From an optimization exercise on the open Yosys and OpenROAD flow, aimed at small area and a short achievable clock period; shortcuts taken in it are not production practice. No functional check of the RTL was part of any run shown here. No activity file was given, so power comes from the tool's default toggle rates.

## flow/design.v (module list and top-level ports; edited modules follow where they fit)
// module fft_power_peak: 1270 lines
// module fpp_fa: 10 lines
// module fpp_cpa: 3 lines
module fft_power_peak #(
    parameter  int N          = 8,
    parameter  int DATA_WIDTH = 16,
    localparam int BIN_W      = $clog2(N),
    localparam int PWR_W      = 2 * DATA_WIDTH + 1
) (
    input  logic                         clk,
    input  logic                         rst_n,
    input  logic signed [DATA_WIDTH-1:0] in_real,
    input  logic signed [DATA_WIDTH-1:0] in_imag,
    input  logic                         in_valid,
    input  logic                         clear,
    input  logic        [PWR_W-1:0]      thresh,
    output logic                         peak_over,
    output logic        [PWR_W-1:0]      pwr_out,
    output logic        [BIN_W-1:0]      pwr_bin,
    output logic                         pwr_valid,
    output logic        [PWR_W-1:0]      peak_pwr,
    output logic        [BIN_W-1:0]      peak_bin,
    output logic                         peak_valid,
    output logic        [15:0]           frame_cnt,
    output logic        [1:0]            dbg_state
);
  // ...
==> flow/flow/run.sh <==
#!/bin/bash
# Layout flow: the standard flow (standard synthesis, floorplan, place, CTS, route,
# finish) unchanged, except that the port buffers are the platform's plain buf_1 cell
# instead of the resizer's default pick; repair_design and repair_timing still resize them.
set -euo pipefail
export BUFFER_PORTS_ARGS="-buffer_cell sky130_fd_sc_hd__buf_1"
bash standard.sh finish > standard.log 2>&1
==> flow/standard.sh <==
#!/bin/bash
# synth_recipe.tcl (not shown) runs the flow's synth.tcl, then flattens the netlist and writes it again
# the make line also repeats each setting of config.mk as NAME=value (left out here)
make -C /OpenROAD-flow-scripts/flow DESIGN_CONFIG=/design/flow/config.mk WORK_HOME=/design/flow/orfs CLKGATE_MAP_FILE= SYNTH_SCRIPT=/design/flow/synth_recipe.tcl "${@:-finish}"
==> flow/config.mk <==
export PLATFORM = sky130hd
export DESIGN_NAME = fft_power_peak
export DESIGN_NICKNAME = fft_power_peak
export VERILOG_FILES = /design/flow/design.v
export SDC_FILE = /design/flow/constraint.sdc
export NUM_CORES = 4
export LEC_CHECK = 0
export CAP_MARGIN = 20
export CORE_MARGIN = 2
export CORE_UTILIZATION = 40
export SETUP_SLACK_MARGIN = 4.2
export SLEW_MARGIN = 20
export SYNTH_HIERARCHICAL = 1
export SYNTH_MINIMUM_KEEP_SIZE = 0
==> flow/constraint.sdc <==
create_clock -name core_clock -period 7.5 [get_ports {clk}]
set_input_delay 1.5000 -clock core_clock [delete_from_list [all_inputs] [get_ports {clk}]]
set_output_delay 1.5000 -clock core_clock [all_outputs]
set_load 0.01 [all_outputs]
==> impl_metrics.toml, run 1 <==
[synthesis]
ys_seq_area_frac = 0.299
yosysTopAreaCellShare = 0.286
yosysWarnings = 7
synthAdderAreaFrac = 0.360

[outcome]
status = "complete, no violations"

[clocking]
cts_resized = 184
htree_levels = 1
cts_buffers = 24
root_buffer = "clkbuf_16"
clock_path_buffers = 3
clock_sinks = 209

[die]
die_area_sq_um = 39000
initial_core_util = 0.407

[layout]
final_common_cell = "nand2_1"
area_delta_synth_final_pct = 19.1

[power_and_ir_drop]
combinationalPowerShare = 0.634
pg_comb_mw = 5.06
p_total_mw = 7.98
p_seq_mw = 1.73
seq_power_share = 0.217

[setup_path]
crit_chain = "buf_8 -> clkinvlp_4 -> buf_6 -> nor2_4 -> fa_2 -> fa_2 -> fa_1 -> fa_1"
crit_required_ns = 7.88
cp_top_family = "adder cells"

[sta]
whs_ns = 0.447
tightest_slew_ns = 0.745
fin_setup_tns_ns = 0

[route]
routed_wl_mm = 38.0
wl_met2_mm = 16.8
drt_iter0_markers = 516

[grt]
antenna_found_initial = 1
grt-busiest-layer = "met2"
overflow = 0

[placement]
dpl.cell_count = 2012
hpwl_mm = 28.6
==> inputs of run 2 (changes only) <==
--- a/flow/design.v
+++ b/flow/design.v
@@ -1201,17 +1201,17 @@
     fpp_fa u_fa219 (.a(r_cs[59]), .b(r_cs[60]), .c(r_cs[61]), .s(s219), .co(c219));
     fpp_fa u_fa220 (.a(r_cs[62]), .b(c217), .c(s219), .s(s220), .co(c220));
     fpp_fa u_fa221 (.a(r_cs[63]), .b(r_cs[64]), .c(c219), .s(s221), .co(c221));
     fpp_fa u_fa222 (.a(r_cs[65]), .b(r_cs[66]), .c(r_cs[67]), .s(s222), .co(c222));
     fpp_fa u_fa223 (.a(r_cs[68]), .b(r_cs[69]), .c(r_cs[70]), .s(s223), .co(c223));
     fpp_fa u_fa224 (.a(r_cs[71]), .b(r_cs[72]), .c(r_cs[73]), .s(s224), .co(c224));
     assign ra = {~r_cs[81], ~r_cs[79], ~r_cs[77], ~r_cs[75], ~r_cs[74], ~c223, ~c222, ~c221, ~c220, ~c218, ~c216, ~c214, ~c212, ~c210, ~c208, ~s207, ~c203, ~c201, ~c199, ~c197, ~s196, ~s194, ~c192, ~c191, ~c190, ~r_cs[9], ~r_cs[6], ~r_cs[5], ~r_cs[4], ~r_cs[2], 1'b0, r_cs[0]};
     assign rb = {~r_cs[82], ~r_cs[80], ~r_cs[78], ~r_cs[76], ~c224, ~s224, ~s223, ~s222, ~s221, ~s220, ~s218, ~s216, ~s214, ~s212, ~s210, s208, s205, s203, s201, s199, s197, s195, s193, s192, s191, s190, 1'b0, 1'b0, 1'b0, ~r_cs[3], 1'b0, r_cs[1]};
-    fpp_cpa u_cpa (.a(ra), .b(rb), .y(w_sum));
+    assign w_sum = ra + rb;
     logic [31:0] r_pwr;
     always_ff @(posedge clk) begin
         r_pwr <= w_sum;
     end
     always_ff @(posedge clk or negedge rst_n) begin
         if (!rst_n) pwr_valid <= 1'b0;
         else        pwr_valid <= r_s1_valid & ~clear;
     end
@@ -1273,11 +1273,8 @@
     input  logic b,
     input  logic c,
     output logic s,
     output logic co
 );
     assign s  = a ^ b ^ c;
     assign co = (a & b) | (c & (a ^ b));
 endmodule
-module fpp_cpa (input logic [31:0] a, input logic [31:0] b, output logic [31:0] y);
-    assign y = a + b;
-endmodule
==> impl_metrics.toml, run 2 <==
[outcome]
status = "complete, no violations"

[synthesis]
synth_top_area_cell = "fa_1"
ys_types = 66
synthAdderAreaFrac = 0.361
synth_edf_count = 0
avgSynthCellArea_sq_um = 10.2
synthXorXnorAreaFrac = 0.0254
muxShareOfSynthArea = 0.0269
ys.flop_type = "dfxtp_1"
yosysTopAreaCellShare = 0.288
synthTopCellsByArea = "fa_1, dfxtp_1, dfrtp_1"
yosysWarnings = 7
yosys.cell_count.top_type = "nand2_1"
synth_common_cells = "nand2_1, fa_1, inv_1, dfxtp_1, ha_1"
synth-simple-area-share = 0.131
async_flop_share = 0.282
syn_inst = 1451
ys_seq_area_frac = 0.302
synth-compound-area-share = 0.0923
synth_top_family_by_area = "adder cells"
yosys_register_bits = 209
syn-cell-area_sq_um = 14800

[sta]
hold_violations = 0
slew_violations = 0
setup_viol = 0
fmax_mhz = 293
fin_setup_tns_ns = 0
tightest_slew_ns = 0.767
min_period_over_period = 0.456
relSlewSlack = 0.489
final.min_clock_period_ns = 3.42
rsz0062_at_grt = "true"
fin_worst_skew_ns = 0.0109

[grt]
grt_use_total = 0.200
antenna_found_initial = 1
overflow = 0
grt_pass1_vias = 11300
grt_max_degree = 71
grt_pass1_wl_mm = 60.9

[route]
drt_iter0_markers = 627
viasPerCell = 5.27
vias = 11000
antenna_left = 0
routed_wl_mm = 39.0
wire_per_inst_microns = 18.6
drc = 0
firstDrtPassIters = 5

[layout]
instances_no_fill = 2095
multi_input_area_sq_um = 10000
seq_area_sq_um = 4480
fill_cells = 3366
mostFrequentLayoutCells = "nand2_1, inv_1, dfxtp_1"
drive_above_1_share = 0.184
area_delta_synth_final_pct = 20.8
final_common_cell = "nand2_1"
largest_register = "r_cs"
n_antenna_cell = 0
nets = 1971
largest_reg_flops = 83

[die]
io_pins = 162
rows = 70
initial_core_util = 0.406
die_w_microns = 196
die_area_sq_um = 38600
core-area_sq_um = 36500
fp.dieH_microns = 196

[power_and_ir_drop]
seq_power_share = 0.251
power_density_nw_per_um2 = 390
switchingPower_mw = 2.93
power.share.clock = 0.164
leakage_nw = 7.78
switching_share = 0.420
p_int_mw = 4.05
peakVddDrop_mv = 0.241
combinationalPowerShare = 0.584

[clocking]
path_clk_slew_ns = 0.06
cts_hold_buffers = 0
cts_buffers = 23
clock_sinks = 209
clkLatencyLatePin_ns = 0.50
root_buffer = "clkbuf_16"
clock_path_buffers = 3
cts_tree = "done"
htree_levels = 1

[placement]
hpwl_mm = 28.5
dpl.cell_count = 2024
gp_congestion = 0.903
portBuffers = 159

[setup_path]
crit_type = "flip-flop to flip-flop"
crit_path_max_fanout = 5
start_kind = "flip-flop"
end_kind = "flip-flop"
crit_required_ns = 7.91
worstPathArrival_ns = 3.83

[flow_run]
drv_cap = 0

[hold_path]
hold_class = "flip-flop to flip-flop"
==> run 2: cell types whose count changed in the layout (fill, tap and decap cells not counted), moves of 10 or more <==
cell	change
nor2_1	-12
buf_8	+13
fa_2	+10
mux2_1	+22
mux2_2	-11
fa_1	-11
o211ai_1	+28
nand2_1	+24
o2111ai_1	+31
buf_6	-11
mux2_4	-44
a21oi_1	-24
nand3_1	+32
==> run 2: per-layer routing <==
| metal | vias to the layer above | routed length (microns) | GRT usage |
|---|---|---|---|
| met5 | - | 0 | 0 |
| met4 | 0 | 978 | 0.0542 |
| met3 | 72 | 3270 | 0.0411 |
| met2 | 487 | 17400 | 0.323 |
| met1 | 5385 | 17400 | 0.276 |
| li1 | 5093 | - | - |
==> run 2: per-module statistics from Yosys, one instance, submodules excluded <==
module          times used  flops+latches  cells
fft_power_peak           1            209   1238
fpp_fa                 213              0      1
==> run 2: area by class of cell <==
| type | count | area share |
|---|---|---|
| clock buffers | 34 | 0.0408 |
| clock inverters | 7 | 0.00364 |
| inverters | 163 | 0.0362 |
| multi-input cells | 1015 | 0.560 |
| flip-flops and latches | 209 | 0.250 |
| well taps | 468 | 0.0327 |
| repair buffers | 198 | 0.0756 |
| repair inverters | 1 | 0.000629 |
==> run 2: worst paths after layout <==
path                             startpoint                        end  slack, ns  depth (start not counted)
setup / recovery           r_cs[33]$_DFF_P_          r_pwr[31]$_DFF_P_       4.08                         12
hold / removal              r_cs[1]$_DFF_P_           r_pwr[0]$_DFF_P_       0.45                          1
setup reg to reg           r_cs[33]$_DFF_P_          r_pwr[31]$_DFF_P_       4.08                         12
hold reg to reg             r_cs[1]$_DFF_P_           r_pwr[0]$_DFF_P_       0.45                          1
max in group asynchronous             rst_n     frame_cnt[3]$_DFF_PN0_       5.82                          2
min in group asynchronous             rst_n  r_peak_pwr[6]$_DFFE_PN0P_       1.14                          2
==> run 2: power groups by stage <==
stage	clock (mW)	sequential, mW	combinational, mW
finish	1.15	1.76	4.08
global route	1.23	1.80	4.61
CTS	1.18	1.76	4.00
detailed placement	0	1.78	3.71
global placement	0	1.77	3.66
floorplan	0	1.73	2.78
==> run 2: critical path: stages, from the launching register on <==
cell,delay (ns)
dfxtp_2,0.32
fa_2,0.39
fa_2,0.37
fa_1,0.50
inv_2,0.04
ha_4,0.26
nand2_1,0.12
o211ai_1,0.28
a31oi_2,0.15
o31a_1,0.30
o311ai_1,0.26
a21oi_1,0.12
xnor2_1,0.20
==> run 2: cells by family (layout without fill, tap and decap cells) <==
| group | after synthesis | in the layout |
|---|---|---|
| AO/OA/AOI/OAI | 183 | 183 |
| XOR/XNOR | 43 | 43 |
| adder cells (fa/ha/maj) | 302 | 302 |
| buffers and inverters | 228 | 403 |
| flip-flops | 209 | 209 |
| multiplexers | 36 | 36 |
| other | 1 | 2 |
| AND/OR/NAND/NOR | 449 | 449 |
==> run 2: repair_timing <==
item,4_1_cts,5_1_grt
cloned,2,2
setup buffers,21,5
resized for setup,208,80
pin swaps,37,33
setup endpoints to repair,122,83
==> run 2: metrics by stage <==
stage	setup slack (ns)	power, mW	utilization	hold slack [ns]	instance area (sq um)
floorplan	3.82	4.51	-	0.420	15600
global placement	3.00	5.44	0.443	0.427	16200
detailed placement	2.93	5.48	0.443	0.436	16200
CTS	4.00	6.94	0.481	0.461	17600
global route	3.86	7.63	0.490	0.486	17900
finish	4.08	6.98	0.490	0.454	17900

-- static timing again, ports no longer ideal --
The results above use ideal ports. As a check the final layouts listed here were re-extracted and re-timed, cells and wires unchanged.
Step 1: set_driving_cell puts a clkbuf_16 on clk and a buf_2 on each other input, an assumption about the parent block.
Step 2, shift: input delay + t, output delay - t, t = (earliest + latest rising clock arrival at the registers) / 2. This alone moves slack from input paths to output paths.
Slacks: ideal / step 1 / step 2; pairs: ideal / step 1.
run | shift t [ns] | slack for setup (ns) | worst hold slack (ns)
run 1 | 0.565 | 4.098 / 4.088 / 3.523 | 0.447 / 0.447 / 0.447
run 2 | 0.548 | 4.081 / 4.081 / 3.535 | 0.454 / 0.454 / 0.454
After both steps every run listed still meets setup and hold. For run 1, which loses most, drivers alone change the setup slack by -0.010 ns; drivers and shift together by -0.575 ns.
